Background: an optimization exercise with open tools, aiming at small area and a short achievable clock period. Do not read the settings as production practice.
Where RTL was checked, it was by simulation tests only, not by an equivalence proof against the original.
For run 2, only the layout was checked, not whether the RTL still works.

==> flow/design.v, too long to show whole: its modules and the start of the top module <==
// module aes_g_nand3: 3 lines
// module aes_g_nand4: 3 lines
// module aes_g_xor2: 3 lines
// module aes_g_xnor2: 3 lines
// module aes_g_nand2: 3 lines
// module aes_g_nor2: 3 lines
// module aes_g_and2: 3 lines
// module aes_g_or2: 3 lines
// module aes_g_inv: 3 lines
// module aes_g_mux2: 3 lines
// module aes_g_mux2i: 3 lines
// module aes_gf4_inv: 22 lines
// module aes_sbox_lane: 239 lines
// module aes_sbox_lane_s: 233 lines
// module aes_mix_column: 267 lines
// module aes_column_mixer: 16 lines
// module aes_round_core: 166 lines
module aes_round_core (
	input logic i_clk,
	input logic i_rst,
	input logic i_valid,
	input logic i_decrypt,
	input logic i_skip_mix,
	input aes_gf_pkg::aes_state_t i_state,
	output logic o_valid,
	output aes_gf_pkg::aes_state_t o_state
);
  // ...
==> flow/flow/run.sh <==
#!/bin/bash
# The standard layout (the standard.sh, all ORFS steps unchanged), except
# that buffer_ports uses buf_1 cells for the input and output port buffers
# instead of the delay buffer it picks by default; repair still resizes them.
set -e
export BUFFER_PORTS_ARGS="-buffer_cell sky130_fd_sc_hd__buf_1"
bash standard.sh > standard.log 2>&1
==> flow/standard.sh <==
#!/bin/bash
# synth_recipe.tcl (not shown) runs the flow's synth.tcl, then flattens the netlist and writes it again
# the make line also repeats each setting of config.mk as NAME=value (left out here)
make -C /OpenROAD-flow-scripts/flow DESIGN_CONFIG=/design/flow/config.mk WORK_HOME=/design/flow/orfs CLKGATE_MAP_FILE= SYNTH_SCRIPT=/design/flow/synth_recipe.tcl "${@:-finish}"
==> flow/config.mk <==
export PLATFORM = sky130hd
export DESIGN_NAME = aes_round_core
export DESIGN_NICKNAME = aes_round_core
export VERILOG_FILES = /design/flow/design.v
export SDC_FILE = /design/flow/constraint.sdc
export NUM_CORES = 4
export LEC_CHECK = 0
export CAP_MARGIN = 20
export CORE_MARGIN = 2
export CORE_UTILIZATION = 55
export PLACE_DENSITY = 0.65
export SETUP_SLACK_MARGIN = 3.0
export SLEW_MARGIN = 20
export SYNTH_HIERARCHICAL = 1
==> flow/constraint.sdc <==
create_clock -name core_clock -period 5.5 [get_ports {i_clk}]
set_input_delay 1.1000 -clock core_clock [delete_from_list [all_inputs] [get_ports {i_clk}]]
set_output_delay 1.1000 -clock core_clock [all_outputs]
set_load 0.01 [all_outputs]
==> results_dict.tcl, run 1 <==
set metrics [dict create \
    status "timing/DRC/antenna clean" \
    end_kind "flop" \
    routedWlPerCell_microns 14.8 \
    tritoncts "yes" \
    clkSinkCount 586 \
    synth_area_leaders "xor2_1 42%, dfxtp_1 28%, xnor2_1 12%, nand2_1 6.5%, mux2i_1 6.0%" \
    cts_max_level 3 \
    gr-total-overflow 0 \
    area_growth_pct 13.6 \
    synth.distinct_cells 12 \
    cap_violations 0 \
    met2_length_mm 41.1 \
    grt_max_degree 87 \
    critPathSlowestCell "dfxtp_1" \
    ys_async_sr_fraction 0 \
    final_common_cell "xor2_1" \
    n_fill_cell 6686 \
    min_period_over_period 0.452 \
    pre_cts_slack_ns 2.61 \
    slew_viol_final 0 \
    multi_input_area_share 0.644 \
    cp-startpoint "u_lane4.d_r[2]" \
    wl_met1_mm 43.0 \
    root_buffer "clkbuf_16" \
    worstHoldPathType "reg2reg" \
    synthesis.nets 4800 \
    relSlewSlack 0.358 \
    initial_core_util 0.553 \
    grtUsageTotal 0.215 \
    netlist.area_leader.share 0.416 \
    wl_met3_mm 3.58 \
    critPathKind "reg2reg" \
    use_met3 0.0316 \
    vias_per_cell 4.76 \
    syn_area_sq_um 42600 \
    ys_ff_latch 586 \
    n_all_inverters 81 \
    yosys-mux-area-fraction 0.0601 \
]
==> module aes_sbox_lane, before the edit <==
module aes_sbox_lane (
	input logic i_clk,
	input logic i_dec_in,
	input logic i_dec_out,
	input aes_gf_pkg::gf_byte_t i_byte_enc,
	input aes_gf_pkg::gf_byte_t i_byte_dec,
	output aes_gf_pkg::gf_byte_t o_byte
);
	logic e0, e1, e2, e3, e4, e5, e6, e7, x0, x1, x2, x3, x4, x5, x6, x7, dec_in, dec_out;
	assign {e7, e6, e5, e4, e3, e2, e1, e0} = i_byte_enc;
	assign {x7, x6, x5, x4, x3, x2, x1, x0} = i_byte_dec;
	assign dec_in = i_dec_in;
	assign dec_out = i_dec_out;
	logic [7:0] in_q;
	logic [3:0] a_r;
	logic [3:0] b_r;
	logic [3:0] d_r;
	logic [7:0] o_q;
	logic n1, n2, n3, n4, n6, n7, n8, n10, n12, n13, n15, n16, n17, n19, n20, n22, n23, n24, n26, n28, n29, n30, n31, n32, n33, n34, n35, n36, n37, n38, n39, n41, n42, n43, n44, n45, n46, n47, n48, n49, n50, n51, n52, n53, n54, n55, n56, n57, n58, n59, n60, n61, n62, n63, n64, n65, n66, n67, n68, n69, n70, n71, n72, n73, n74, n75, n76, n77, n78, n79, n80, n81, n82, n83, n84, n85, n86, n87, n88, n89, n90, n91, n92, n93, n94, n95, n96, n97, n98, n99, n100, n101, n102, n103, n104, n105, n106, n107, n108, n109, n110, n111, n112, n113, n114, n115, n116, n117, n118, n119, n120, n121, n122, n123, n124, n125, n126, n127, n128, n129, n130, n131, n132, n133, n134, n135, n136, n137, n138, n139, n140, n141, n142, n143, n144, n145, n146, n147, n148, n149, n150, n151, n152, n153, n154, n155, n156, n157, n158, n159, n160, n161, n162, n163, n164, n165, n167, n168, n169, n171, n172, n173, n174, n175, n176, n177, n178, n179, n180, n182, n184, n186, n187, n188, n189, n191, n193, n195, n196, n197, n198, n199, n200, n201, n202, n203, n204;
	aes_g_xor2 u_n1 (.a(e0), .b(e1), .y(n1));
	aes_g_xor2 u_n2 (.a(e2), .b(e5), .y(n2));
	aes_g_xor2 u_n3 (.a(e6), .b(e7), .y(n3));
	aes_g_xor2 u_n4 (.a(n1), .b(n2), .y(n4));
	aes_g_xnor2 u_n6 (.a(n3), .b(n4), .y(n6));
	aes_g_xor2 u_n7 (.a(e0), .b(e4), .y(n7));
	aes_g_xor2 u_n8 (.a(e5), .b(e6), .y(n8));
	aes_g_xnor2 u_n10 (.a(n7), .b(n8), .y(n10));
	aes_g_xnor2 u_n12 (.a(n1), .b(n8), .y(n12));
	aes_g_xor2 u_n13 (.a(e0), .b(e7), .y(n13));
	aes_g_xnor2 u_n15 (.a(n13), .b(n8), .y(n15));
	aes_g_xor2 u_n16 (.a(e3), .b(e4), .y(n16));
	aes_g_xor2 u_n17 (.a(e7), .b(n1), .y(n17));
	aes_g_xnor2 u_n19 (.a(n16), .b(n17), .y(n19));
	aes_g_inv u_n20 (.a(e0), .y(n20));
	aes_g_xnor2 u_n22 (.a(e0), .b(n8), .y(n22));
	aes_g_xor2 u_n23 (.a(e2), .b(e3), .y(n23));
	aes_g_xor2 u_n24 (.a(e6), .b(n1), .y(n24));
	aes_g_xnor2 u_n26 (.a(n23), .b(n24), .y(n26));
	aes_g_xnor2 u_n28 (.a(x4), .b(x7), .y(n28));
	aes_g_xor2 u_n29 (.a(x0), .b(x1), .y(n29));
	aes_g_xor2 u_n30 (.a(x4), .b(x6), .y(n30));
	aes_g_xor2 u_n31 (.a(n29), .b(n30), .y(n31));
	aes_g_xor2 u_n32 (.a(x3), .b(x6), .y(n32));
	aes_g_xor2 u_n33 (.a(n29), .b(n32), .y(n33));
	aes_g_xor2 u_n34 (.a(x7), .b(n30), .y(n34));
	aes_g_xor2 u_n35 (.a(x2), .b(x5), .y(n35));
	aes_g_xor2 u_n36 (.a(x7), .b(n35), .y(n36));
	aes_g_xor2 u_n37 (.a(x0), .b(x3), .y(n37));
	aes_g_xor2 u_n38 (.a(x4), .b(n37), .y(n38));
	aes_g_xor2 u_n39 (.a(x5), .b(n29), .y(n39));
	aes_g_xnor2 u_n41 (.a(n30), .b(n39), .y(n41));
	aes_g_mux2i u_n42 (.s(dec_in), .a1(n28), .a0(n6), .y(n42));
	aes_g_mux2i u_n43 (.s(dec_in), .a1(n31), .a0(n10), .y(n43));
	aes_g_mux2i u_n44 (.s(dec_in), .a1(n30), .a0(n12), .y(n44));
	aes_g_mux2i u_n45 (.s(dec_in), .a1(n33), .a0(n15), .y(n45));
	aes_g_mux2i u_n46 (.s(dec_in), .a1(n34), .a0(n19), .y(n46));
	aes_g_mux2i u_n47 (.s(dec_in), .a1(n36), .a0(n20), .y(n47));
	aes_g_mux2i u_n48 (.s(dec_in), .a1(n38), .a0(n22), .y(n48));
	aes_g_mux2i u_n49 (.s(dec_in), .a1(n41), .a0(n26), .y(n49));
	aes_g_xor2 u_n50 (.a(in_q[7]), .b(in_q[5]), .y(n50));
	aes_g_xor2 u_n51 (.a(in_q[6]), .b(in_q[4]), .y(n51));
	aes_g_xor2 u_n52 (.a(in_q[7]), .b(in_q[6]), .y(n52));
	aes_g_xor2 u_n53 (.a(in_q[5]), .b(in_q[4]), .y(n53));
	aes_g_xor2 u_n54 (.a(n50), .b(n51), .y(n54));
	aes_g_xor2 u_n55 (.a(in_q[3]), .b(in_q[1]), .y(n55));
	aes_g_xor2 u_n56 (.a(in_q[2]), .b(in_q[0]), .y(n56));
	aes_g_xor2 u_n57 (.a(in_q[3]), .b(in_q[2]), .y(n57));
	aes_g_xor2 u_n58 (.a(in_q[1]), .b(in_q[0]), .y(n58));
	aes_g_xor2 u_n59 (.a(n55), .b(n56), .y(n59));
	aes_g_nand2 u_n60 (.a(n52), .b(n57), .y(n60));
	aes_g_nand2 u_n61 (.a(n51), .b(n56), .y(n61));
	aes_g_nand2 u_n62 (.a(n54), .b(n59), .y(n62));
	aes_g_nor2 u_n63 (.a(n51), .b(n56), .y(n63));
	aes_g_nand2 u_n64 (.a(in_q[7]), .b(in_q[3]), .y(n64));
	aes_g_xor2 u_n65 (.a(n63), .b(n64), .y(n65));
	aes_g_xor2 u_n66 (.a(n60), .b(n62), .y(n66));
	aes_g_xor2 u_n67 (.a(n65), .b(n66), .y(n67));
	aes_g_nor2 u_n68 (.a(n50), .b(n55), .y(n68));
	aes_g_nand2 u_n69 (.a(in_q[6]), .b(in_q[2]), .y(n69));
	aes_g_xor2 u_n70 (.a(n68), .b(n69), .y(n70));
	aes_g_xor2 u_n71 (.a(n60), .b(n61), .y(n71));
	aes_g_xor2 u_n72 (.a(n70), .b(n71), .y(n72));
	aes_g_nor2 u_n73 (.a(n53), .b(n58), .y(n73));
	aes_g_nand2 u_n74 (.a(in_q[5]), .b(in_q[1]), .y(n74));
	aes_g_xor2 u_n75 (.a(n73), .b(n74), .y(n75));
	aes_g_xor2 u_n76 (.a(n61), .b(n62), .y(n76));
	aes_g_xor2 u_n77 (.a(n75), .b(n76), .y(n77));
	aes_g_nor2 u_n78 (.a(in_q[4]), .b(in_q[0]), .y(n78));
	aes_g_nand2 u_n79 (.a(n53), .b(n58), .y(n79));
	aes_g_xor2 u_n80 (.a(n78), .b(n79), .y(n80));
	aes_g_nand2 u_n81 (.a(n50), .b(n55), .y(n81));
	aes_g_xor2 u_n82 (.a(n81), .b(n61), .y(n82));
	aes_g_xor2 u_n83 (.a(n80), .b(n82), .y(n83));
	aes_g_inv u_n84 (.a(n67), .y(n84));
	aes_g_inv u_n85 (.a(n72), .y(n85));
	aes_g_inv u_n86 (.a(n77), .y(n86));
	aes_g_inv u_n87 (.a(n83), .y(n87));
	aes_g_nand3 u_n88 (.a(n67), .b(n72), .c(n77), .y(n88));
	aes_g_nand2 u_n89 (.a(n86), .b(n83), .y(n89));
	aes_g_nand2 u_n90 (.a(n67), .b(n83), .y(n90));
	aes_g_nand4 u_n91 (.a(n84), .b(n85), .c(n77), .d(n87), .y(n91));
	aes_g_nand4 u_n92 (.a(n88), .b(n89), .c(n90), .d(n91), .y(n92));
	aes_g_nand2 u_n93 (.a(n77), .b(n83), .y(n93));
	aes_g_nand3 u_n94 (.a(n84), .b(n72), .c(n77), .y(n94));
	aes_g_nand3 u_n95 (.a(n67), .b(n85), .c(n77), .y(n95));
	aes_g_nand2 u_n96 (.a(n85), .b(n83), .y(n96));
	aes_g_nand4 u_n97 (.a(n93), .b(n94), .c(n95), .d(n96), .y(n97));
	aes_g_nand2 u_n98 (.a(n72), .b(n77), .y(n98));
	aes_g_nand3 u_n99 (.a(n67), .b(n77), .c(n83), .y(n99));
	aes_g_nand4 u_n100 (.a(n67), .b(n85), .c(n86), .d(n87), .y(n100));
	aes_g_nand2 u_n101 (.a(n84), .b(n72), .y(n101));
	aes_g_nand4 u_n102 (.a(n98), .b(n99), .c(n100), .d(n101), .y(n102));
	aes_g_nand2 u_n103 (.a(n67), .b(n72), .y(n103));
	aes_g_nand3 u_n104 (.a(n67), .b(n77), .c(n87), .y(n104));
	aes_g_nand2 u_n105 (.a(n72), .b(n87), .y(n105));
	aes_g_nand3 u_n106 (.a(n67), .b(n86), .c(n83), .y(n106));
	aes_g_nand4 u_n107 (.a(n103), .b(n104), .c(n105), .d(n106), .y(n107));
	aes_g_xor2 u_n108 (.a(a_r[3]), .b(a_r[1]), .y(n108));
	aes_g_xor2 u_n109 (.a(a_r[2]), .b(a_r[0]), .y(n109));
	aes_g_xor2 u_n110 (.a(a_r[3]), .b(a_r[2]), .y(n110));
	aes_g_xor2 u_n111 (.a(a_r[1]), .b(a_r[0]), .y(n111));
	aes_g_xor2 u_n112 (.a(n108), .b(n109), .y(n112));
	aes_g_xor2 u_n113 (.a(b_r[3]), .b(b_r[1]), .y(n113));
	aes_g_xor2 u_n114 (.a(b_r[2]), .b(b_r[0]), .y(n114));
	aes_g_xor2 u_n115 (.a(b_r[3]), .b(b_r[2]), .y(n115));
	aes_g_xor2 u_n116 (.a(b_r[1]), .b(b_r[0]), .y(n116));
	aes_g_xor2 u_n117 (.a(n113), .b(n114), .y(n117));
	aes_g_xor2 u_n118 (.a(d_r[3]), .b(d_r[1]), .y(n118));
	aes_g_xor2 u_n119 (.a(d_r[2]), .b(d_r[0]), .y(n119));
	aes_g_xor2 u_n120 (.a(d_r[3]), .b(d_r[2]), .y(n120));
	aes_g_xor2 u_n121 (.a(d_r[1]), .b(d_r[0]), .y(n121));
	aes_g_xor2 u_n122 (.a(n118), .b(n119), .y(n122));
	aes_g_nand2 u_n123 (.a(n120), .b(n115), .y(n123));
	aes_g_nand2 u_n124 (.a(d_r[3]), .b(b_r[3]), .y(n124));
	aes_g_xor2 u_n125 (.a(n124), .b(n123), .y(n125));
	aes_g_nand2 u_n126 (.a(d_r[2]), .b(b_r[2]), .y(n126));
	aes_g_xor2 u_n127 (.a(n126), .b(n123), .y(n127));
	aes_g_nand2 u_n128 (.a(n121), .b(n116), .y(n128));
	aes_g_nand2 u_n129 (.a(d_r[1]), .b(b_r[1]), .y(n129));
	aes_g_xor2 u_n130 (.a(n129), .b(n128), .y(n130));
	aes_g_nand2 u_n131 (.a(d_r[0]), .b(b_r[0]), .y(n131));
	aes_g_xor2 u_n132 (.a(n131), .b(n128), .y(n132));
	aes_g_nand2 u_n133 (.a(n119), .b(n114), .y(n133));
	aes_g_nand2 u_n134 (.a(n122), .b(n117), .y(n134));
	aes_g_xor2 u_n135 (.a(n134), .b(n133), .y(n135));
	aes_g_nand2 u_n136 (.a(n118), .b(n113), .y(n136));
	aes_g_xor2 u_n137 (.a(n136), .b(n133), .y(n137));
	aes_g_nand2 u_n138 (.a(n120), .b(n110), .y(n138));
	aes_g_nand2 u_n139 (.a(d_r[3]), .b(a_r[3]), .y(n139));
	aes_g_xor2 u_n140 (.a(n139), .b(n138), .y(n140));
	aes_g_nand2 u_n141 (.a(d_r[2]), .b(a_r[2]), .y(n141));
	aes_g_xor2 u_n142 (.a(n141), .b(n138), .y(n142));
	aes_g_nand2 u_n143 (.a(n121), .b(n111), .y(n143));
	aes_g_nand2 u_n144 (.a(d_r[1]), .b(a_r[1]), .y(n144));
	aes_g_xor2 u_n145 (.a(n144), .b(n143), .y(n145));
	aes_g_nand2 u_n146 (.a(d_r[0]), .b(a_r[0]), .y(n146));
	aes_g_xor2 u_n147 (.a(n146), .b(n143), .y(n147));
	aes_g_nand2 u_n148 (.a(n119), .b(n109), .y(n148));
	aes_g_nand2 u_n149 (.a(n122), .b(n112), .y(n149));
	aes_g_xor2 u_n150 (.a(n149), .b(n148), .y(n150));
	aes_g_nand2 u_n151 (.a(n118), .b(n108), .y(n151));
	aes_g_xor2 u_n152 (.a(n151), .b(n148), .y(n152));
	aes_g_xor2 u_n153 (.a(n130), .b(n135), .y(n153));
	aes_g_xor2 u_n154 (.a(n140), .b(n150), .y(n154));
	aes_g_xor2 u_n155 (.a(n153), .b(n154), .y(n155));
	aes_g_xnor2 u_n156 (.a(n153), .b(n154), .y(n156));
	aes_g_xor2 u_n157 (.a(n125), .b(n135), .y(n157));
	aes_g_xor2 u_n158 (.a(n154), .b(n157), .y(n158));
	aes_g_xor2 u_n159 (.a(n127), .b(n137), .y(n159));
	aes_g_xor2 u_n160 (.a(n147), .b(n152), .y(n160));
	aes_g_xor2 u_n161 (.a(n159), .b(n160), .y(n161));
	aes_g_xor2 u_n162 (.a(n125), .b(n130), .y(n162));
	aes_g_xor2 u_n163 (.a(n154), .b(n162), .y(n163));
	aes_g_xnor2 u_n164 (.a(n154), .b(n162), .y(n164));
	aes_g_xor2 u_n165 (.a(n127), .b(n132), .y(n165));
	aes_g_xnor2 u_n167 (.a(n165), .b(n163), .y(n167));
	aes_g_xor2 u_n168 (.a(n142), .b(n147), .y(n168));
	aes_g_xor2 u_n169 (.a(n159), .b(n168), .y(n169));
	aes_g_xnor2 u_n171 (.a(n155), .b(n169), .y(n171));
	aes_g_xor2 u_n172 (.a(n132), .b(n137), .y(n172));
	aes_g_xor2 u_n173 (.a(n145), .b(n150), .y(n173));
	aes_g_xor2 u_n174 (.a(n153), .b(n172), .y(n174));
	aes_g_xor2 u_n175 (.a(n173), .b(n174), .y(n175));
	aes_g_xor2 u_n176 (.a(n165), .b(n173), .y(n176));
	aes_g_xor2 u_n177 (.a(n172), .b(n173), .y(n177));
	aes_g_xnor2 u_n178 (.a(n172), .b(n173), .y(n178));
	aes_g_xor2 u_n179 (.a(n140), .b(n145), .y(n179));
	aes_g_xor2 u_n180 (.a(n161), .b(n162), .y(n180));
	aes_g_xnor2 u_n182 (.a(n179), .b(n180), .y(n182));
	aes_g_xnor2 u_n184 (.a(n163), .b(n169), .y(n184));
	aes_g_xnor2 u_n186 (.a(n159), .b(n173), .y(n186));
	aes_g_xor2 u_n187 (.a(n142), .b(n152), .y(n187));
	aes_g_xor2 u_n188 (.a(n153), .b(n165), .y(n188));
	aes_g_xor2 u_n189 (.a(n179), .b(n187), .y(n189));
	aes_g_xnor2 u_n191 (.a(n188), .b(n189), .y(n191));
	aes_g_xnor2 u_n193 (.a(n162), .b(n177), .y(n193));
	aes_g_xnor2 u_n195 (.a(n153), .b(n173), .y(n195));
	aes_g_xnor2 u_n196 (.a(n142), .b(n152), .y(n196));
	aes_g_mux2i u_n197 (.s(dec_out), .a1(n178), .a0(n156), .y(n197));
	aes_g_mux2i u_n198 (.s(dec_out), .a1(n182), .a0(n158), .y(n198));
	aes_g_mux2i u_n199 (.s(dec_out), .a1(n184), .a0(n161), .y(n199));
	aes_g_mux2i u_n200 (.s(dec_out), .a1(n186), .a0(n164), .y(n200));
	aes_g_mux2i u_n201 (.s(dec_out), .a1(n191), .a0(n167), .y(n201));
	aes_g_mux2i u_n202 (.s(dec_out), .a1(n193), .a0(n171), .y(n202));
	aes_g_mux2i u_n203 (.s(dec_out), .a1(n195), .a0(n175), .y(n203));
	aes_g_mux2i u_n204 (.s(dec_out), .a1(n196), .a0(n176), .y(n204));
	always_ff @(posedge i_clk)
	begin
		in_q[7] <= n42;
		in_q[6] <= n43;
		in_q[5] <= n44;
		in_q[4] <= n45;
		in_q[3] <= n46;
		in_q[2] <= n47;
		in_q[1] <= n48;
		in_q[0] <= n49;
		a_r[3] <= in_q[7];
		a_r[2] <= in_q[6];
		a_r[1] <= in_q[5];
		a_r[0] <= in_q[4];
		b_r[3] <= in_q[3];
		b_r[2] <= in_q[2];
		b_r[1] <= in_q[1];
		b_r[0] <= in_q[0];
		d_r[3] <= n92;
		d_r[2] <= n97;
		d_r[1] <= n102;
		d_r[0] <= n107;
		o_q[7] <= n197;
		o_q[6] <= n198;
		o_q[5] <= n199;
		o_q[4] <= n200;
		o_q[3] <= n201;
		o_q[2] <= n202;
		o_q[1] <= n203;
		o_q[0] <= n204;
	end
	assign o_byte = {o_q[7], o_q[6], o_q[5], o_q[4], o_q[3], o_q[2], o_q[1], o_q[0]};
endmodule
==> inputs of run 2 (changes only) <==
--- a/flow/design.v
+++ b/flow/design.v
@@ -60,6 +60,28 @@
 			default: o = 4'd0;
 		endcase
 endmodule
+module aes_gf4_inv_all (input logic [3:0] i, output logic [4:0] o);
+	always_comb
+		case (i)
+			4'd0: o = 5'd0;
+			4'd1: o = 5'd24;
+			4'd2: o = 5'd17;
+			4'd3: o = 5'd9;
+			4'd4: o = 5'd6;
+			4'd5: o = 5'd20;
+			4'd6: o = 5'd15;
+			4'd7: o = 5'd12;
+			4'd8: o = 5'd5;
+			4'd9: o = 5'd27;
+			4'd10: o = 5'd10;
+			4'd11: o = 5'd29;
+			4'd12: o = 5'd3;
+			4'd13: o = 5'd18;
+			4'd14: o = 5'd23;
+			4'd15: o = 5'd30;
+			default: o = 5'd0;
+		endcase
+endmodule
 module aes_sbox_lane (
 	input logic i_clk,
 	input logic i_dec_in,
@@ -76,9 +98,10 @@
 	logic [7:0] in_q;
 	logic [3:0] a_r;
 	logic [3:0] b_r;
+	logic [2:0] all_r;
 	logic [3:0] d_r;
 	logic [7:0] o_q;
-	logic n1, n2, n3, n4, n6, n7, n8, n10, n12, n13, n15, n16, n17, n19, n20, n22, n23, n24, n26, n28, n29, n30, n31, n32, n33, n34, n35, n36, n37, n38, n39, n41, n42, n43, n44, n45, n46, n47, n48, n49, n50, n51, n52, n53, n54, n55, n56, n57, n58, n59, n60, n61, n62, n63, n64, n65, n66, n67, n68, n69, n70, n71, n72, n73, n74, n75, n76, n77, n78, n79, n80, n81, n82, n83, n84, n85, n86, n87, n88, n89, n90, n91, n92, n93, n94, n95, n96, n97, n98, n99, n100, n101, n102, n103, n104, n105, n106, n107, n108, n109, n110, n111, n112, n113, n114, n115, n116, n117, n118, n119, n120, n121, n122, n123, n124, n125, n126, n127, n128, n129, n130, n131, n132, n133, n134, n135, n136, n137, n138, n139, n140, n141, n142, n143, n144, n145, n146, n147, n148, n149, n150, n151, n152, n153, n154, n155, n156, n157, n158, n159, n160, n161, n162, n163, n164, n165, n167, n168, n169, n171, n172, n173, n174, n175, n176, n177, n178, n179, n180, n182, n184, n186, n187, n188, n189, n191, n193, n195, n196, n197, n198, n199, n200, n201, n202, n203, n204;
+	logic n1, n2, n3, n4, n6, n7, n8, n10, n12, n13, n15, n16, n17, n19, n20, n22, n23, n24, n26, n28, n29, n30, n31, n32, n33, n34, n35, n36, n37, n38, n39, n41, n42, n43, n44, n45, n46, n47, n48, n49, n50, n51, n52, n53, n54, n55, n56, n57, n58, n59, n60, n61, n62, n63, n64, n65, n66, n67, n68, n69, n70, n71, n72, n73, n74, n75, n76, n77, n78, n79, n80, n81, n82, n83, n84, n85, n86, n87, n88, n89, n90, n91, n92, n93, n94, n95, n96, n97, n98, n99, n100, n101, n102, n103, n104, n105, n106, n107, n108, n109, n110, n111, n112, n113, n114, n115, n116, n117, n118, n119, n120, n121, n122, n123, n124, n125, n126, n127, n128, n129, n130, n131, n132, n133, n134, n135, n136, n137, n138, n139, n140, n141, n142, n143, n144, n145, n146, n147, n148, n149, n150, n151, n152, n153, n154, n155, n156, n157, n158, n159, n160, n161, n162, n164, n165, n166, n168, n169, n170, n172, n173, n174, n176, n177, n178, n179, n180, n181, n182, n183, n185, n186, n188, n190, n191, n193, n195, n197, n198, n199, n200, n201, n202, n203, n204, n205, n206;
 	aes_g_xor2 u_n1 (.a(e0), .b(e1), .y(n1));
 	aes_g_xor2 u_n2 (.a(e2), .b(e5), .y(n2));
 	aes_g_xor2 u_n3 (.a(e6), .b(e7), .y(n3));
@@ -177,95 +200,95 @@
 	aes_g_nand2 u_n105 (.a(n72), .b(n87), .y(n105));
 	aes_g_nand3 u_n106 (.a(n67), .b(n86), .c(n83), .y(n106));
 	aes_g_nand4 u_n107 (.a(n103), .b(n104), .c(n105), .d(n106), .y(n107));
-	aes_g_xor2 u_n108 (.a(a_r[3]), .b(a_r[1]), .y(n108));
-	aes_g_xor2 u_n109 (.a(a_r[2]), .b(a_r[0]), .y(n109));
-	aes_g_xor2 u_n110 (.a(a_r[3]), .b(a_r[2]), .y(n110));
-	aes_g_xor2 u_n111 (.a(a_r[1]), .b(a_r[0]), .y(n111));
-	aes_g_xor2 u_n112 (.a(n108), .b(n109), .y(n112));
-	aes_g_xor2 u_n113 (.a(b_r[3]), .b(b_r[1]), .y(n113));
-	aes_g_xor2 u_n114 (.a(b_r[2]), .b(b_r[0]), .y(n114));
-	aes_g_xor2 u_n115 (.a(b_r[3]), .b(b_r[2]), .y(n115));
-	aes_g_xor2 u_n116 (.a(b_r[1]), .b(b_r[0]), .y(n116));
-	aes_g_xor2 u_n117 (.a(n113), .b(n114), .y(n117));
-	aes_g_xor2 u_n118 (.a(d_r[3]), .b(d_r[1]), .y(n118));
-	aes_g_xor2 u_n119 (.a(d_r[2]), .b(d_r[0]), .y(n119));
-	aes_g_xor2 u_n120 (.a(d_r[3]), .b(d_r[2]), .y(n120));
-	aes_g_xor2 u_n121 (.a(d_r[1]), .b(d_r[0]), .y(n121));
-	aes_g_xor2 u_n122 (.a(n118), .b(n119), .y(n122));
-	aes_g_nand2 u_n123 (.a(n120), .b(n115), .y(n123));
-	aes_g_nand2 u_n124 (.a(d_r[3]), .b(b_r[3]), .y(n124));
-	aes_g_xor2 u_n125 (.a(n124), .b(n123), .y(n125));
-	aes_g_nand2 u_n126 (.a(d_r[2]), .b(b_r[2]), .y(n126));
-	aes_g_xor2 u_n127 (.a(n126), .b(n123), .y(n127));
-	aes_g_nand2 u_n128 (.a(n121), .b(n116), .y(n128));
-	aes_g_nand2 u_n129 (.a(d_r[1]), .b(b_r[1]), .y(n129));
-	aes_g_xor2 u_n130 (.a(n129), .b(n128), .y(n130));
-	aes_g_nand2 u_n131 (.a(d_r[0]), .b(b_r[0]), .y(n131));
-	aes_g_xor2 u_n132 (.a(n131), .b(n128), .y(n132));
-	aes_g_nand2 u_n133 (.a(n119), .b(n114), .y(n133));
-	aes_g_nand2 u_n134 (.a(n122), .b(n117), .y(n134));
-	aes_g_xor2 u_n135 (.a(n134), .b(n133), .y(n135));
-	aes_g_nand2 u_n136 (.a(n118), .b(n113), .y(n136));
-	aes_g_xor2 u_n137 (.a(n136), .b(n133), .y(n137));
-	aes_g_nand2 u_n138 (.a(n120), .b(n110), .y(n138));
-	aes_g_nand2 u_n139 (.a(d_r[3]), .b(a_r[3]), .y(n139));
-	aes_g_xor2 u_n140 (.a(n139), .b(n138), .y(n140));
-	aes_g_nand2 u_n141 (.a(d_r[2]), .b(a_r[2]), .y(n141));
-	aes_g_xor2 u_n142 (.a(n141), .b(n138), .y(n142));
-	aes_g_nand2 u_n143 (.a(n121), .b(n111), .y(n143));
-	aes_g_nand2 u_n144 (.a(d_r[1]), .b(a_r[1]), .y(n144));
-	aes_g_xor2 u_n145 (.a(n144), .b(n143), .y(n145));
-	aes_g_nand2 u_n146 (.a(d_r[0]), .b(a_r[0]), .y(n146));
-	aes_g_xor2 u_n147 (.a(n146), .b(n143), .y(n147));
-	aes_g_nand2 u_n148 (.a(n119), .b(n109), .y(n148));
-	aes_g_nand2 u_n149 (.a(n122), .b(n112), .y(n149));
-	aes_g_xor2 u_n150 (.a(n149), .b(n148), .y(n150));
-	aes_g_nand2 u_n151 (.a(n118), .b(n108), .y(n151));
-	aes_g_xor2 u_n152 (.a(n151), .b(n148), .y(n152));
-	aes_g_xor2 u_n153 (.a(n130), .b(n135), .y(n153));
-	aes_g_xor2 u_n154 (.a(n140), .b(n150), .y(n154));
-	aes_g_xor2 u_n155 (.a(n153), .b(n154), .y(n155));
-	aes_g_xnor2 u_n156 (.a(n153), .b(n154), .y(n156));
-	aes_g_xor2 u_n157 (.a(n125), .b(n135), .y(n157));
-	aes_g_xor2 u_n158 (.a(n154), .b(n157), .y(n158));
-	aes_g_xor2 u_n159 (.a(n127), .b(n137), .y(n159));
-	aes_g_xor2 u_n160 (.a(n147), .b(n152), .y(n160));
-	aes_g_xor2 u_n161 (.a(n159), .b(n160), .y(n161));
-	aes_g_xor2 u_n162 (.a(n125), .b(n130), .y(n162));
-	aes_g_xor2 u_n163 (.a(n154), .b(n162), .y(n163));
-	aes_g_xnor2 u_n164 (.a(n154), .b(n162), .y(n164));
-	aes_g_xor2 u_n165 (.a(n127), .b(n132), .y(n165));
-	aes_g_xnor2 u_n167 (.a(n165), .b(n163), .y(n167));
-	aes_g_xor2 u_n168 (.a(n142), .b(n147), .y(n168));
-	aes_g_xor2 u_n169 (.a(n159), .b(n168), .y(n169));
-	aes_g_xnor2 u_n171 (.a(n155), .b(n169), .y(n171));
-	aes_g_xor2 u_n172 (.a(n132), .b(n137), .y(n172));
-	aes_g_xor2 u_n173 (.a(n145), .b(n150), .y(n173));
-	aes_g_xor2 u_n174 (.a(n153), .b(n172), .y(n174));
-	aes_g_xor2 u_n175 (.a(n173), .b(n174), .y(n175));
-	aes_g_xor2 u_n176 (.a(n165), .b(n173), .y(n176));
-	aes_g_xor2 u_n177 (.a(n172), .b(n173), .y(n177));
-	aes_g_xnor2 u_n178 (.a(n172), .b(n173), .y(n178));
-	aes_g_xor2 u_n179 (.a(n140), .b(n145), .y(n179));
-	aes_g_xor2 u_n180 (.a(n161), .b(n162), .y(n180));
-	aes_g_xnor2 u_n182 (.a(n179), .b(n180), .y(n182));
-	aes_g_xnor2 u_n184 (.a(n163), .b(n169), .y(n184));
-	aes_g_xnor2 u_n186 (.a(n159), .b(n173), .y(n186));
-	aes_g_xor2 u_n187 (.a(n142), .b(n152), .y(n187));
-	aes_g_xor2 u_n188 (.a(n153), .b(n165), .y(n188));
-	aes_g_xor2 u_n189 (.a(n179), .b(n187), .y(n189));
-	aes_g_xnor2 u_n191 (.a(n188), .b(n189), .y(n191));
-	aes_g_xnor2 u_n193 (.a(n162), .b(n177), .y(n193));
-	aes_g_xnor2 u_n195 (.a(n153), .b(n173), .y(n195));
-	aes_g_xnor2 u_n196 (.a(n142), .b(n152), .y(n196));
-	aes_g_mux2i u_n197 (.s(dec_out), .a1(n178), .a0(n156), .y(n197));
-	aes_g_mux2i u_n198 (.s(dec_out), .a1(n182), .a0(n158), .y(n198));
-	aes_g_mux2i u_n199 (.s(dec_out), .a1(n184), .a0(n161), .y(n199));
-	aes_g_mux2i u_n200 (.s(dec_out), .a1(n186), .a0(n164), .y(n200));
-	aes_g_mux2i u_n201 (.s(dec_out), .a1(n191), .a0(n167), .y(n201));
-	aes_g_mux2i u_n202 (.s(dec_out), .a1(n193), .a0(n171), .y(n202));
-	aes_g_mux2i u_n203 (.s(dec_out), .a1(n195), .a0(n175), .y(n203));
-	aes_g_mux2i u_n204 (.s(dec_out), .a1(n196), .a0(n176), .y(n204));
+	aes_g_nand3 u_n108 (.a(n85), .b(n77), .c(n83), .y(n108));
+	aes_g_nand3 u_n109 (.a(n84), .b(n77), .c(n87), .y(n109));
+	aes_g_nand3 u_n110 (.a(n67), .b(n85), .c(n86), .y(n110));
+	aes_g_nand3 u_n111 (.a(n67), .b(n72), .c(n87), .y(n111));
+	aes_g_nand4 u_n112 (.a(n108), .b(n109), .c(n110), .d(n111), .y(n112));
+	aes_g_xor2 u_n113 (.a(a_r[3]), .b(a_r[1]), .y(n113));
+	aes_g_xor2 u_n114 (.a(a_r[2]), .b(a_r[0]), .y(n114));
+	aes_g_xor2 u_n115 (.a(a_r[3]), .b(a_r[2]), .y(n115));
+	aes_g_xor2 u_n116 (.a(a_r[1]), .b(a_r[0]), .y(n116));
+	aes_g_xor2 u_n117 (.a(b_r[3]), .b(b_r[1]), .y(n117));
+	aes_g_xor2 u_n118 (.a(b_r[2]), .b(b_r[0]), .y(n118));
+	aes_g_xor2 u_n119 (.a(b_r[3]), .b(b_r[2]), .y(n119));
+	aes_g_xor2 u_n120 (.a(b_r[1]), .b(b_r[0]), .y(n120));
+	aes_g_xor2 u_n121 (.a(d_r[3]), .b(d_r[1]), .y(n121));
+	aes_g_xor2 u_n122 (.a(d_r[2]), .b(d_r[0]), .y(n122));
+	aes_g_xor2 u_n123 (.a(d_r[3]), .b(d_r[2]), .y(n123));
+	aes_g_xor2 u_n124 (.a(d_r[1]), .b(d_r[0]), .y(n124));
+	aes_g_nand2 u_n125 (.a(n123), .b(n119), .y(n125));
+	aes_g_nand2 u_n126 (.a(d_r[3]), .b(b_r[3]), .y(n126));
+	aes_g_xor2 u_n127 (.a(n126), .b(n125), .y(n127));
+	aes_g_nand2 u_n128 (.a(d_r[2]), .b(b_r[2]), .y(n128));
+	aes_g_xor2 u_n129 (.a(n128), .b(n125), .y(n129));
+	aes_g_nand2 u_n130 (.a(n124), .b(n120), .y(n130));
+	aes_g_nand2 u_n131 (.a(d_r[1]), .b(b_r[1]), .y(n131));
+	aes_g_xor2 u_n132 (.a(n131), .b(n130), .y(n132));
+	aes_g_nand2 u_n133 (.a(d_r[0]), .b(b_r[0]), .y(n133));
+	aes_g_xor2 u_n134 (.a(n133), .b(n130), .y(n134));
+	aes_g_nand2 u_n135 (.a(n122), .b(n118), .y(n135));
+	aes_g_nand2 u_n136 (.a(all_r[0]), .b(all_r[1]), .y(n136));
+	aes_g_xor2 u_n137 (.a(n136), .b(n135), .y(n137));
+	aes_g_nand2 u_n138 (.a(n121), .b(n117), .y(n138));
+	aes_g_xor2 u_n139 (.a(n138), .b(n135), .y(n139));
+	aes_g_xor2 u_n140 (.a(n127), .b(n137), .y(n140));
+	aes_g_xor2 u_n141 (.a(n129), .b(n139), .y(n141));
+	aes_g_xor2 u_n142 (.a(n132), .b(n137), .y(n142));
+	aes_g_xor2 u_n143 (.a(n134), .b(n139), .y(n143));
+	aes_g_nand2 u_n144 (.a(n123), .b(n115), .y(n144));
+	aes_g_nand2 u_n145 (.a(d_r[3]), .b(a_r[3]), .y(n145));
+	aes_g_xor2 u_n146 (.a(n145), .b(n144), .y(n146));
+	aes_g_nand2 u_n147 (.a(d_r[2]), .b(a_r[2]), .y(n147));
+	aes_g_xor2 u_n148 (.a(n147), .b(n144), .y(n148));
+	aes_g_nand2 u_n149 (.a(n124), .b(n116), .y(n149));
+	aes_g_nand2 u_n150 (.a(d_r[1]), .b(a_r[1]), .y(n150));
+	aes_g_xor2 u_n151 (.a(n150), .b(n149), .y(n151));
+	aes_g_nand2 u_n152 (.a(d_r[0]), .b(a_r[0]), .y(n152));
+	aes_g_xor2 u_n153 (.a(n152), .b(n149), .y(n153));
+	aes_g_nand2 u_n154 (.a(n122), .b(n114), .y(n154));
+	aes_g_nand2 u_n155 (.a(all_r[0]), .b(all_r[2]), .y(n155));
+	aes_g_xor2 u_n156 (.a(n155), .b(n154), .y(n156));
+	aes_g_nand2 u_n157 (.a(n121), .b(n113), .y(n157));
+	aes_g_xor2 u_n158 (.a(n157), .b(n154), .y(n158));
+	aes_g_xor2 u_n159 (.a(n146), .b(n156), .y(n159));
+	aes_g_xor2 u_n160 (.a(n148), .b(n158), .y(n160));
+	aes_g_xor2 u_n161 (.a(n151), .b(n156), .y(n161));
+	aes_g_xor2 u_n162 (.a(n153), .b(n158), .y(n162));
+	aes_g_xnor2 u_n164 (.a(n142), .b(n159), .y(n164));
+	aes_g_xor2 u_n165 (.a(n140), .b(n159), .y(n165));
+	aes_g_xor2 u_n166 (.a(n141), .b(n162), .y(n166));
+	aes_g_xnor2 u_n168 (.a(n142), .b(n165), .y(n168));
+	aes_g_xor2 u_n169 (.a(n141), .b(n142), .y(n169));
+	aes_g_xor2 u_n170 (.a(n143), .b(n165), .y(n170));
+	aes_g_xnor2 u_n172 (.a(n169), .b(n170), .y(n172));
+	aes_g_xor2 u_n173 (.a(n159), .b(n160), .y(n173));
+	aes_g_xor2 u_n174 (.a(n162), .b(n169), .y(n174));
+	aes_g_xnor2 u_n176 (.a(n173), .b(n174), .y(n176));
+	aes_g_xor2 u_n177 (.a(n142), .b(n143), .y(n177));
+	aes_g_xor2 u_n178 (.a(n161), .b(n177), .y(n178));
+	aes_g_xor2 u_n179 (.a(n141), .b(n143), .y(n179));
+	aes_g_xor2 u_n180 (.a(n161), .b(n179), .y(n180));
+	aes_g_xor2 u_n181 (.a(n143), .b(n161), .y(n181));
+	aes_g_xnor2 u_n182 (.a(n143), .b(n161), .y(n182));
+	aes_g_xor2 u_n183 (.a(n161), .b(n165), .y(n183));
+	aes_g_xnor2 u_n185 (.a(n174), .b(n183), .y(n185));
+	aes_g_xor2 u_n186 (.a(n160), .b(n165), .y(n186));
+	aes_g_xnor2 u_n188 (.a(n174), .b(n186), .y(n188));
+	aes_g_xnor2 u_n190 (.a(n141), .b(n161), .y(n190));
+	aes_g_xor2 u_n191 (.a(n169), .b(n173), .y(n191));
+	aes_g_xnor2 u_n193 (.a(n181), .b(n191), .y(n193));
+	aes_g_xnor2 u_n195 (.a(n140), .b(n178), .y(n195));
+	aes_g_xnor2 u_n197 (.a(n142), .b(n161), .y(n197));
+	aes_g_inv u_n198 (.a(n160), .y(n198));
+	aes_g_mux2i u_n199 (.s(dec_out), .a1(n182), .a0(n164), .y(n199));
+	aes_g_mux2i u_n200 (.s(dec_out), .a1(n185), .a0(n165), .y(n200));
+	aes_g_mux2i u_n201 (.s(dec_out), .a1(n188), .a0(n166), .y(n201));
+	aes_g_mux2i u_n202 (.s(dec_out), .a1(n190), .a0(n168), .y(n202));
+	aes_g_mux2i u_n203 (.s(dec_out), .a1(n193), .a0(n172), .y(n203));
+	aes_g_mux2i u_n204 (.s(dec_out), .a1(n195), .a0(n176), .y(n204));
+	aes_g_mux2i u_n205 (.s(dec_out), .a1(n197), .a0(n178), .y(n205));
+	aes_g_mux2i u_n206 (.s(dec_out), .a1(n198), .a0(n180), .y(n206));
 	always_ff @(posedge i_clk)
 	begin
 		in_q[7] <= n42;
@@ -284,18 +307,21 @@
 		b_r[2] <= in_q[2];
 		b_r[1] <= in_q[1];
 		b_r[0] <= in_q[0];
+		all_r[2] <= n54;
+		all_r[1] <= n59;
+		all_r[0] <= n112;
 		d_r[3] <= n92;
 		d_r[2] <= n97;
 		d_r[1] <= n102;
 		d_r[0] <= n107;
-		o_q[7] <= n197;
-		o_q[6] <= n198;
-		o_q[5] <= n199;
-		o_q[4] <= n200;
-		o_q[3] <= n201;
-		o_q[2] <= n202;
-		o_q[1] <= n203;
-		o_q[0] <= n204;
+		o_q[7] <= n199;
+		o_q[6] <= n200;
+		o_q[5] <= n201;
+		o_q[4] <= n202;
+		o_q[3] <= n203;
+		o_q[2] <= n204;
+		o_q[1] <= n205;
+		o_q[0] <= n206;
 	end
 	assign o_byte = {o_q[7], o_q[6], o_q[5], o_q[4], o_q[3], o_q[2], o_q[1], o_q[0]};
 endmodule
@@ -313,9 +339,10 @@
 	logic [7:0] in_q;
 	logic [3:0] a_r;
 	logic [3:0] b_r;
+	logic [2:0] all_r;
 	logic [3:0] d_r;
 	logic [7:0] o_q;
-	logic n1, n2, n3, n4, n6, n7, n8, n10, n12, n13, n15, n16, n17, n19, n20, n22, n23, n24, n26, n28, n29, n30, n31, n32, n33, n34, n35, n37, n38, n39, n40, n41, n42, n43, n44, n45, n46, n47, n48, n49, n50, n51, n52, n53, n54, n55, n56, n57, n58, n59, n60, n61, n62, n63, n64, n65, n66, n67, n68, n69, n70, n71, n72, n73, n74, n75, n76, n77, n78, n79, n80, n81, n82, n83, n84, n85, n86, n87, n88, n89, n90, n91, n92, n93, n94, n95, n96, n97, n98, n99, n100, n101, n102, n103, n104, n105, n106, n107, n108, n109, n110, n111, n112, n113, n114, n115, n116, n117, n118, n119, n120, n121, n122, n123, n124, n125, n126, n127, n128, n129, n130, n131, n132, n133, n134, n135, n136, n137, n138, n139, n140, n141, n142, n143, n144, n145, n146, n147, n148, n149, n150, n151, n152, n153, n154, n155, n156, n157, n158, n159, n160, n161, n163, n164, n165, n167, n168, n169, n170, n171, n172, n173, n174, n175, n176, n178, n180, n182, n183, n184, n185, n187, n189, n191, n192, n193, n194, n195, n196, n197, n198, n199, n200;
+	logic n1, n2, n3, n4, n6, n7, n8, n10, n12, n13, n15, n16, n17, n19, n20, n22, n23, n24, n26, n28, n29, n30, n31, n32, n33, n34, n35, n37, n38, n39, n40, n41, n42, n43, n44, n45, n46, n47, n48, n49, n50, n51, n52, n53, n54, n55, n56, n57, n58, n59, n60, n61, n62, n63, n64, n65, n66, n67, n68, n69, n70, n71, n72, n73, n74, n75, n76, n77, n78, n79, n80, n81, n82, n83, n84, n85, n86, n87, n88, n89, n90, n91, n92, n93, n94, n95, n96, n97, n98, n99, n100, n101, n102, n103, n104, n105, n106, n107, n108, n109, n110, n111, n112, n113, n114, n115, n116, n117, n118, n119, n120, n121, n122, n123, n124, n125, n126, n127, n128, n129, n130, n131, n132, n133, n134, n135, n136, n137, n138, n139, n140, n141, n142, n143, n144, n145, n146, n147, n148, n149, n150, n151, n152, n153, n154, n155, n156, n157, n158, n160, n161, n162, n164, n165, n166, n168, n169, n170, n172, n173, n174, n175, n176, n177, n178, n179, n181, n182, n184, n186, n187, n189, n191, n193, n194, n195, n196, n197, n198, n199, n200, n201, n202;
 	aes_g_xor2 u_n1 (.a(e0), .b(e1), .y(n1));
 	aes_g_xor2 u_n2 (.a(e2), .b(e5), .y(n2));
 	aes_g_xor2 u_n3 (.a(e6), .b(e7), .y(n3));
@@ -410,95 +437,95 @@
 	aes_g_nand2 u_n101 (.a(n68), .b(n83), .y(n101));
 	aes_g_nand3 u_n102 (.a(n63), .b(n82), .c(n79), .y(n102));
 	aes_g_nand4 u_n103 (.a(n99), .b(n100), .c(n101), .d(n102), .y(n103));
-	aes_g_xor2 u_n104 (.a(a_r[3]), .b(a_r[1]), .y(n104));
-	aes_g_xor2 u_n105 (.a(a_r[2]), .b(a_r[0]), .y(n105));
-	aes_g_xor2 u_n106 (.a(a_r[3]), .b(a_r[2]), .y(n106));
-	aes_g_xor2 u_n107 (.a(a_r[1]), .b(a_r[0]), .y(n107));
-	aes_g_xor2 u_n108 (.a(n104), .b(n105), .y(n108));
-	aes_g_xor2 u_n109 (.a(b_r[3]), .b(b_r[1]), .y(n109));
-	aes_g_xor2 u_n110 (.a(b_r[2]), .b(b_r[0]), .y(n110));
-	aes_g_xor2 u_n111 (.a(b_r[3]), .b(b_r[2]), .y(n111));
-	aes_g_xor2 u_n112 (.a(b_r[1]), .b(b_r[0]), .y(n112));
-	aes_g_xor2 u_n113 (.a(n109), .b(n110), .y(n113));
-	aes_g_xor2 u_n114 (.a(d_r[3]), .b(d_r[1]), .y(n114));
-	aes_g_xor2 u_n115 (.a(d_r[2]), .b(d_r[0]), .y(n115));
-	aes_g_xor2 u_n116 (.a(d_r[3]), .b(d_r[2]), .y(n116));
-	aes_g_xor2 u_n117 (.a(d_r[1]), .b(d_r[0]), .y(n117));
-	aes_g_xor2 u_n118 (.a(n114), .b(n115), .y(n118));
-	aes_g_nand2 u_n119 (.a(n116), .b(n111), .y(n119));
-	aes_g_nand2 u_n120 (.a(d_r[3]), .b(b_r[3]), .y(n120));
-	aes_g_xor2 u_n121 (.a(n120), .b(n119), .y(n121));
-	aes_g_nand2 u_n122 (.a(d_r[2]), .b(b_r[2]), .y(n122));
-	aes_g_xor2 u_n123 (.a(n122), .b(n119), .y(n123));
-	aes_g_nand2 u_n124 (.a(n117), .b(n112), .y(n124));
-	aes_g_nand2 u_n125 (.a(d_r[1]), .b(b_r[1]), .y(n125));
-	aes_g_xor2 u_n126 (.a(n125), .b(n124), .y(n126));
-	aes_g_nand2 u_n127 (.a(d_r[0]), .b(b_r[0]), .y(n127));
-	aes_g_xor2 u_n128 (.a(n127), .b(n124), .y(n128));
-	aes_g_nand2 u_n129 (.a(n115), .b(n110), .y(n129));
-	aes_g_nand2 u_n130 (.a(n118), .b(n113), .y(n130));
-	aes_g_xor2 u_n131 (.a(n130), .b(n129), .y(n131));
-	aes_g_nand2 u_n132 (.a(n114), .b(n109), .y(n132));
-	aes_g_xor2 u_n133 (.a(n132), .b(n129), .y(n133));
-	aes_g_nand2 u_n134 (.a(n116), .b(n106), .y(n134));
-	aes_g_nand2 u_n135 (.a(d_r[3]), .b(a_r[3]), .y(n135));
-	aes_g_xor2 u_n136 (.a(n135), .b(n134), .y(n136));
-	aes_g_nand2 u_n137 (.a(d_r[2]), .b(a_r[2]), .y(n137));
-	aes_g_xor2 u_n138 (.a(n137), .b(n134), .y(n138));
-	aes_g_nand2 u_n139 (.a(n117), .b(n107), .y(n139));
-	aes_g_nand2 u_n140 (.a(d_r[1]), .b(a_r[1]), .y(n140));
-	aes_g_xor2 u_n141 (.a(n140), .b(n139), .y(n141));
-	aes_g_nand2 u_n142 (.a(d_r[0]), .b(a_r[0]), .y(n142));
-	aes_g_xor2 u_n143 (.a(n142), .b(n139), .y(n143));
-	aes_g_nand2 u_n144 (.a(n115), .b(n105), .y(n144));
-	aes_g_nand2 u_n145 (.a(n118), .b(n108), .y(n145));
-	aes_g_xor2 u_n146 (.a(n145), .b(n144), .y(n146));
-	aes_g_nand2 u_n147 (.a(n114), .b(n104), .y(n147));
-	aes_g_xor2 u_n148 (.a(n147), .b(n144), .y(n148));
-	aes_g_xor2 u_n149 (.a(n126), .b(n131), .y(n149));
-	aes_g_xor2 u_n150 (.a(n136), .b(n146), .y(n150));
-	aes_g_xor2 u_n151 (.a(n149), .b(n150), .y(n151));
-	aes_g_xnor2 u_n152 (.a(n149), .b(n150), .y(n152));
-	aes_g_xor2 u_n153 (.a(n121), .b(n131), .y(n153));
-	aes_g_xor2 u_n154 (.a(n150), .b(n153), .y(n154));
-	aes_g_xor2 u_n155 (.a(n123), .b(n133), .y(n155));
-	aes_g_xor2 u_n156 (.a(n143), .b(n148), .y(n156));
-	aes_g_xor2 u_n157 (.a(n155), .b(n156), .y(n157));
-	aes_g_xor2 u_n158 (.a(n121), .b(n126), .y(n158));
-	aes_g_xor2 u_n159 (.a(n150), .b(n158), .y(n159));
-	aes_g_xnor2 u_n160 (.a(n150), .b(n158), .y(n160));
-	aes_g_xor2 u_n161 (.a(n123), .b(n128), .y(n161));
-	aes_g_xnor2 u_n163 (.a(n161), .b(n159), .y(n163));
-	aes_g_xor2 u_n164 (.a(n138), .b(n143), .y(n164));
-	aes_g_xor2 u_n165 (.a(n155), .b(n164), .y(n165));
-	aes_g_xnor2 u_n167 (.a(n151), .b(n165), .y(n167));
-	aes_g_xor2 u_n168 (.a(n128), .b(n133), .y(n168));
-	aes_g_xor2 u_n169 (.a(n141), .b(n146), .y(n169));
-	aes_g_xor2 u_n170 (.a(n149), .b(n168), .y(n170));
-	aes_g_xor2 u_n171 (.a(n169), .b(n170), .y(n171));
-	aes_g_xor2 u_n172 (.a(n161), .b(n169), .y(n172));
-	aes_g_xor2 u_n173 (.a(n168), .b(n169), .y(n173));
-	aes_g_xnor2 u_n174 (.a(n168), .b(n169), .y(n174));
-	aes_g_xor2 u_n175 (.a(n136), .b(n141), .y(n175));
-	aes_g_xor2 u_n176 (.a(n157), .b(n158), .y(n176));
-	aes_g_xnor2 u_n178 (.a(n175), .b(n176), .y(n178));
-	aes_g_xnor2 u_n180 (.a(n159), .b(n165), .y(n180));
-	aes_g_xnor2 u_n182 (.a(n155), .b(n169), .y(n182));
-	aes_g_xor2 u_n183 (.a(n138), .b(n148), .y(n183));
-	aes_g_xor2 u_n184 (.a(n149), .b(n161), .y(n184));
-	aes_g_xor2 u_n185 (.a(n175), .b(n183), .y(n185));
-	aes_g_xnor2 u_n187 (.a(n184), .b(n185), .y(n187));
-	aes_g_xnor2 u_n189 (.a(n158), .b(n173), .y(n189));
-	aes_g_xnor2 u_n191 (.a(n149), .b(n169), .y(n191));
-	aes_g_xnor2 u_n192 (.a(n138), .b(n148), .y(n192));
-	aes_g_mux2i u_n193 (.s(dec_out), .a1(n174), .a0(n152), .y(n193));
-	aes_g_mux2i u_n194 (.s(dec_out), .a1(n178), .a0(n154), .y(n194));
-	aes_g_mux2i u_n195 (.s(dec_out), .a1(n180), .a0(n157), .y(n195));
-	aes_g_mux2i u_n196 (.s(dec_out), .a1(n182), .a0(n160), .y(n196));
-	aes_g_mux2i u_n197 (.s(dec_out), .a1(n187), .a0(n163), .y(n197));
-	aes_g_mux2i u_n198 (.s(dec_out), .a1(n189), .a0(n167), .y(n198));
-	aes_g_mux2i u_n199 (.s(dec_out), .a1(n191), .a0(n171), .y(n199));
-	aes_g_mux2i u_n200 (.s(dec_out), .a1(n192), .a0(n172), .y(n200));
+	aes_g_nand3 u_n104 (.a(n81), .b(n73), .c(n79), .y(n104));
+	aes_g_nand3 u_n105 (.a(n80), .b(n73), .c(n83), .y(n105));
+	aes_g_nand3 u_n106 (.a(n63), .b(n81), .c(n82), .y(n106));
+	aes_g_nand3 u_n107 (.a(n63), .b(n68), .c(n83), .y(n107));
+	aes_g_nand4 u_n108 (.a(n104), .b(n105), .c(n106), .d(n107), .y(n108));
+	aes_g_xor2 u_n109 (.a(a_r[3]), .b(a_r[1]), .y(n109));
+	aes_g_xor2 u_n110 (.a(a_r[2]), .b(a_r[0]), .y(n110));
+	aes_g_xor2 u_n111 (.a(a_r[3]), .b(a_r[2]), .y(n111));
+	aes_g_xor2 u_n112 (.a(a_r[1]), .b(a_r[0]), .y(n112));
+	aes_g_xor2 u_n113 (.a(b_r[3]), .b(b_r[1]), .y(n113));
+	aes_g_xor2 u_n114 (.a(b_r[2]), .b(b_r[0]), .y(n114));
+	aes_g_xor2 u_n115 (.a(b_r[3]), .b(b_r[2]), .y(n115));
+	aes_g_xor2 u_n116 (.a(b_r[1]), .b(b_r[0]), .y(n116));
+	aes_g_xor2 u_n117 (.a(d_r[3]), .b(d_r[1]), .y(n117));
+	aes_g_xor2 u_n118 (.a(d_r[2]), .b(d_r[0]), .y(n118));
+	aes_g_xor2 u_n119 (.a(d_r[3]), .b(d_r[2]), .y(n119));
+	aes_g_xor2 u_n120 (.a(d_r[1]), .b(d_r[0]), .y(n120));
+	aes_g_nand2 u_n121 (.a(n119), .b(n115), .y(n121));
+	aes_g_nand2 u_n122 (.a(d_r[3]), .b(b_r[3]), .y(n122));
+	aes_g_xor2 u_n123 (.a(n122), .b(n121), .y(n123));
+	aes_g_nand2 u_n124 (.a(d_r[2]), .b(b_r[2]), .y(n124));
+	aes_g_xor2 u_n125 (.a(n124), .b(n121), .y(n125));
+	aes_g_nand2 u_n126 (.a(n120), .b(n116), .y(n126));
+	aes_g_nand2 u_n127 (.a(d_r[1]), .b(b_r[1]), .y(n127));
+	aes_g_xor2 u_n128 (.a(n127), .b(n126), .y(n128));
+	aes_g_nand2 u_n129 (.a(d_r[0]), .b(b_r[0]), .y(n129));
+	aes_g_xor2 u_n130 (.a(n129), .b(n126), .y(n130));
+	aes_g_nand2 u_n131 (.a(n118), .b(n114), .y(n131));
+	aes_g_nand2 u_n132 (.a(all_r[0]), .b(all_r[1]), .y(n132));
+	aes_g_xor2 u_n133 (.a(n132), .b(n131), .y(n133));
+	aes_g_nand2 u_n134 (.a(n117), .b(n113), .y(n134));
+	aes_g_xor2 u_n135 (.a(n134), .b(n131), .y(n135));
+	aes_g_xor2 u_n136 (.a(n123), .b(n133), .y(n136));
+	aes_g_xor2 u_n137 (.a(n125), .b(n135), .y(n137));
+	aes_g_xor2 u_n138 (.a(n128), .b(n133), .y(n138));
+	aes_g_xor2 u_n139 (.a(n130), .b(n135), .y(n139));
+	aes_g_nand2 u_n140 (.a(n119), .b(n111), .y(n140));
+	aes_g_nand2 u_n141 (.a(d_r[3]), .b(a_r[3]), .y(n141));
+	aes_g_xor2 u_n142 (.a(n141), .b(n140), .y(n142));
+	aes_g_nand2 u_n143 (.a(d_r[2]), .b(a_r[2]), .y(n143));
+	aes_g_xor2 u_n144 (.a(n143), .b(n140), .y(n144));
+	aes_g_nand2 u_n145 (.a(n120), .b(n112), .y(n145));
+	aes_g_nand2 u_n146 (.a(d_r[1]), .b(a_r[1]), .y(n146));
+	aes_g_xor2 u_n147 (.a(n146), .b(n145), .y(n147));
+	aes_g_nand2 u_n148 (.a(d_r[0]), .b(a_r[0]), .y(n148));
+	aes_g_xor2 u_n149 (.a(n148), .b(n145), .y(n149));
+	aes_g_nand2 u_n150 (.a(n118), .b(n110), .y(n150));
+	aes_g_nand2 u_n151 (.a(all_r[0]), .b(all_r[2]), .y(n151));
+	aes_g_xor2 u_n152 (.a(n151), .b(n150), .y(n152));
+	aes_g_nand2 u_n153 (.a(n117), .b(n109), .y(n153));
+	aes_g_xor2 u_n154 (.a(n153), .b(n150), .y(n154));
+	aes_g_xor2 u_n155 (.a(n142), .b(n152), .y(n155));
+	aes_g_xor2 u_n156 (.a(n144), .b(n154), .y(n156));
+	aes_g_xor2 u_n157 (.a(n147), .b(n152), .y(n157));
+	aes_g_xor2 u_n158 (.a(n149), .b(n154), .y(n158));
+	aes_g_xnor2 u_n160 (.a(n138), .b(n155), .y(n160));
+	aes_g_xor2 u_n161 (.a(n136), .b(n155), .y(n161));
+	aes_g_xor2 u_n162 (.a(n137), .b(n158), .y(n162));
+	aes_g_xnor2 u_n164 (.a(n138), .b(n161), .y(n164));
+	aes_g_xor2 u_n165 (.a(n137), .b(n138), .y(n165));
+	aes_g_xor2 u_n166 (.a(n139), .b(n161), .y(n166));
+	aes_g_xnor2 u_n168 (.a(n165), .b(n166), .y(n168));
+	aes_g_xor2 u_n169 (.a(n155), .b(n156), .y(n169));
+	aes_g_xor2 u_n170 (.a(n158), .b(n165), .y(n170));
+	aes_g_xnor2 u_n172 (.a(n169), .b(n170), .y(n172));
+	aes_g_xor2 u_n173 (.a(n138), .b(n139), .y(n173));
+	aes_g_xor2 u_n174 (.a(n157), .b(n173), .y(n174));
+	aes_g_xor2 u_n175 (.a(n137), .b(n139), .y(n175));
+	aes_g_xor2 u_n176 (.a(n157), .b(n175), .y(n176));
+	aes_g_xor2 u_n177 (.a(n139), .b(n157), .y(n177));
+	aes_g_xnor2 u_n178 (.a(n139), .b(n157), .y(n178));
+	aes_g_xor2 u_n179 (.a(n157), .b(n161), .y(n179));
+	aes_g_xnor2 u_n181 (.a(n170), .b(n179), .y(n181));
+	aes_g_xor2 u_n182 (.a(n156), .b(n161), .y(n182));
+	aes_g_xnor2 u_n184 (.a(n170), .b(n182), .y(n184));
+	aes_g_xnor2 u_n186 (.a(n137), .b(n157), .y(n186));
+	aes_g_xor2 u_n187 (.a(n165), .b(n169), .y(n187));
+	aes_g_xnor2 u_n189 (.a(n177), .b(n187), .y(n189));
+	aes_g_xnor2 u_n191 (.a(n136), .b(n174), .y(n191));
+	aes_g_xnor2 u_n193 (.a(n138), .b(n157), .y(n193));
+	aes_g_inv u_n194 (.a(n156), .y(n194));
+	aes_g_mux2i u_n195 (.s(dec_out), .a1(n178), .a0(n160), .y(n195));
+	aes_g_mux2i u_n196 (.s(dec_out), .a1(n181), .a0(n161), .y(n196));
+	aes_g_mux2i u_n197 (.s(dec_out), .a1(n184), .a0(n162), .y(n197));
+	aes_g_mux2i u_n198 (.s(dec_out), .a1(n186), .a0(n164), .y(n198));
+	aes_g_mux2i u_n199 (.s(dec_out), .a1(n189), .a0(n168), .y(n199));
+	aes_g_mux2i u_n200 (.s(dec_out), .a1(n191), .a0(n172), .y(n200));
+	aes_g_mux2i u_n201 (.s(dec_out), .a1(n193), .a0(n174), .y(n201));
+	aes_g_mux2i u_n202 (.s(dec_out), .a1(n194), .a0(n176), .y(n202));
 	always_ff @(posedge i_clk)
 	begin
 		in_q[7] <= n38;
@@ -517,18 +544,21 @@
 		b_r[2] <= in_q[2];
 		b_r[1] <= in_q[1];
 		b_r[0] <= in_q[0];
+		all_r[2] <= n50;
+		all_r[1] <= n55;
+		all_r[0] <= n108;
 		d_r[3] <= n88;
 		d_r[2] <= n93;
 		d_r[1] <= n98;
 		d_r[0] <= n103;
-		o_q[7] <= n193;
-		o_q[6] <= n194;
-		o_q[5] <= n195;
-		o_q[4] <= n196;
-		o_q[3] <= n197;
-		o_q[2] <= n198;
-		o_q[1] <= n199;
-		o_q[0] <= n200;
+		o_q[7] <= n195;
+		o_q[6] <= n196;
+		o_q[5] <= n197;
+		o_q[4] <= n198;
+		o_q[3] <= n199;
+		o_q[2] <= n200;
+		o_q[1] <= n201;
+		o_q[0] <= n202;
 	end
 	assign o_byte = {o_q[7], o_q[6], o_q[5], o_q[4], o_q[3], o_q[2], o_q[1], o_q[0]};
 endmodule
==> flow/run.sh (new file) <==
#!/bin/bash
# synth_recipe.tcl (not shown) runs the flow's synth.tcl, then flattens the netlist and writes it again
# the make line also repeats each setting of config.mk as NAME=value (left out here)
make -C /OpenROAD-flow-scripts/flow DESIGN_CONFIG=/design/flow/config.mk WORK_HOME=/design/flow/orfs CLKGATE_MAP_FILE= SYNTH_SCRIPT=/design/flow/synth_recipe.tcl finish
--- a/flow/config.mk
+++ b/flow/config.mk
@@ -7,8 +7,7 @@
 export LEC_CHECK = 0
 export CAP_MARGIN = 20
 export CORE_MARGIN = 2
-export CORE_UTILIZATION = 55
-export PLACE_DENSITY = 0.65
+export CORE_UTILIZATION = 40
 export SETUP_SLACK_MARGIN = 3.0
 export SLEW_MARGIN = 20
 export SYNTH_HIERARCHICAL = 1
removed: flow/flow/run.sh
removed: flow/standard.sh
==> run 2 against run 1 <==
Net effect: sequential cell count grew 48; synthesized cell count is 1.0% higher; first-iteration DRC count is 13% higher.
==> results_dict.tcl, run 2 <==
set metrics [dict create \
    status "timing/DRC/antenna clean" \
    synth.distinct_cells 12 \
    grtUsageTotal 0.169 \
    wl_met3_mm 3.45 \
    slowest_delay_ns 0.43 \
    initial_core_util 0.404 \
    routedWlPerCell_microns 15.1 \
    synth_area_leaders "xor2_1 39%, dfxtp_1 29%, xnor2_1 12%, nand2_1 6.4%, mux2i_1 5.9%" \
    ys_ff_latch 634 \
    met2_length_mm 45.8 \
    slew_viol_final 0 \
    cp-start-kind "flop" \
    critPathSlowestCell "dfxtp_1" \
    tritoncts "yes" \
    area_growth_pct 22.8 \
    syn_avg_cell_area_sq_um 9.16 \
    grt_max_degree 116 \
    wl_met1_mm 46.6 \
    cts_max_level 3 \
    min_period_over_period 0.445 \
    r2r-end "u_lane3.o_q[2]" \
    pre_cts_slack_ns 2.48 \
    syn_area_sq_um 43200 \
    final_common_cell "xor2_1" \
    r2r-start "u_lane3.d_r[0]" \
    ys_async_sr_fraction 0 \
    finalSetupViolCount 0 \
    min_path_cells 0 \
    critPathKind "reg2reg" \
    drive_above_1_share 0.111 \
    netlist.area_leader.share 0.394 \
    worstHoldPathType "reg2reg" \
    gr-total-overflow 0 \
    relSlewSlack 0.315 \
    dpl.hpwl_mm 73.7 \
    finalHoldViolCount 0 \
    synthesis.nets 4848 \
    grt_pass1_vias 29100 \
    clock_latency_ns 0.67 \
    vias_per_cell 4.56 \
    cap_violations 0 \
    end_kind "flop" \
    vias 29600 \
    clkSinkCount 634 \
    synth_top_area_cell "xor2_1" \
    cts_made_buffers 77 \
    root_buffer "clkbuf_16" \
]
==> run 2: cell types whose count changed after synthesis, sizes merged <==
cell | before | now
xor2 | 2024 | 1944
nand3 | 96 | 160
inv | 81 | 97
dfxtp | 586 | 634
xnor2 | 592 | 576
nand4 | 96 | 112
==> run 2: repair_timing <==
item                       CTS  global route
pin swaps                   37            78
hold buffers                 0             0
setup buffers               22            75
gates resized for setup    249           265
setup endpoints to repair  262           213
gates cloned                 0             0
==> run 2: how the worst max path moves through the flow <==
stage                     slack [ns]      startpoint                to
after floorplan                 3.01       skip_d[3]        o_state[0]
after global placement          2.51     i_state[24]  u_lane12.in_q[4]
after detailed placement        2.48     i_state[24]  u_lane12.in_q[0]
after CTS                       2.87  u_lane9.d_r[2]    u_lane9.o_q[6]
after global routing            2.91  u_lane9.d_r[2]    u_lane9.o_q[6]
final                           3.05  u_lane3.d_r[0]    u_lane3.o_q[2]
==> run 2: metal layers <==
| layer | up-vias | track usage |
|---|---|---|
| li1 | 15100 | - |
| met4 | 0 | 0.0568 |
| met2 | 485 | 0.275 |
| met5 | - | 0 |
| met1 | 13900 | 0.229 |
| met3 | 137 | 0.0243 |
==> run 2: final cells by class <==
class,count,area [sq um]
Antenna cell,2,5.00
Sequential cell,634,12700
Fill cell,9831,54000
Tap cell,1403,1760
Inverter,97,368
Multi-Input combinational cell,3856,32200
Clock inverter,45,597
Timing Repair Buffer,365,3320
Clock buffer,98,2120
==> run 2: cell families (layout without fill, tap and decap cells) <==
group,count (synthesis),in the layout,synth area share
buffers and inverters,225,605,0.0307
and+or+nand+nor,1080,1080,0.105
DFF,634,634,0.294
muxes,256,256,0.0593
other,0,2,0
xor gates and xnor gates,2520,2520,0.511
==> run 2: critical path, delay by kind of cell (launching register included) <==
kind,cells,cell delay (ns)
xor+xnor,6,1.42
flops,1,0.43
mux,1,0.11
simple gates,1,0.18
buf+inv,1,0.20
==> run 2: stage by stage <==
step	cell area, sq um	utilization
final	53000	0.495
after CTS	50300	0.470
after floorplan	43300	-
after global placement	46700	0.437
after global routing	53000	0.495
after detailed placement	46700	0.437
==> run 2: per-module statistics from Yosys, one instance, submodules excluded, excerpt <==
module | area (sq um) | copies in the design | cells inside | flip-flops and latches
aes_g_inv | 3.75 | 96 | 1 | 0
aes_g_nand4 | 6.26 | 112 | 1 | 0
aes_g_xor2 | 8.76 | 1944 | 1 | 0
aes_g_mux2i | 10.0 | 256 | 1 | 0
aes_mix_column | 520 | 4 | 64 | 0
aes_g_xnor2 | 8.76 | 448 | 1 | 0
aes_g_nand2 | 3.75 | 736 | 1 | 0
aes_round_core | 2790 | 1 | 143 | 138
aes_sbox_lane_s | 621 | 8 | 31 | 31
aes_g_and2 | 6.26 | 4 | 1 | 0
aes_sbox_lane | 621 | 8 | 31 | 31
aes_g_nand3 | 5.00 | 160 | 1 | 0
aes_g_nor2 | 3.75 | 64 | 1 | 0

separate check: timing with driven ports:
The results above use ideal ports. As a check the final layouts listed here were re-extracted and re-timed, cells and wires unchanged. Step 1: set_driving_cell puts a clkbuf_16 on i_clk and a buf_2 on each other input, an assumption about the parent block. Step 2 also shifts input and output timing later by t, the mid clock arrival at the registers, as if the neighbouring blocks saw the same clock. a / b / c = ideal ports / drivers / drivers and shift; a / b = the first two.
run	t, ns	slack for setup (ns)	slew at the worst register clock pin (ns)	cell pins on the clock port's net
run 1	0.669	3.015 / 3.015 / 2.598	0.06 / 0.06	1
run 2	0.714	3.051 / 2.990 / 2.458	0.06 / 0.06	1
After both steps setup and hold are still met in every run listed. For run 2, which loses most, drivers alone change the setup slack by -0.061 ns; drivers and shift together by -0.593 ns.
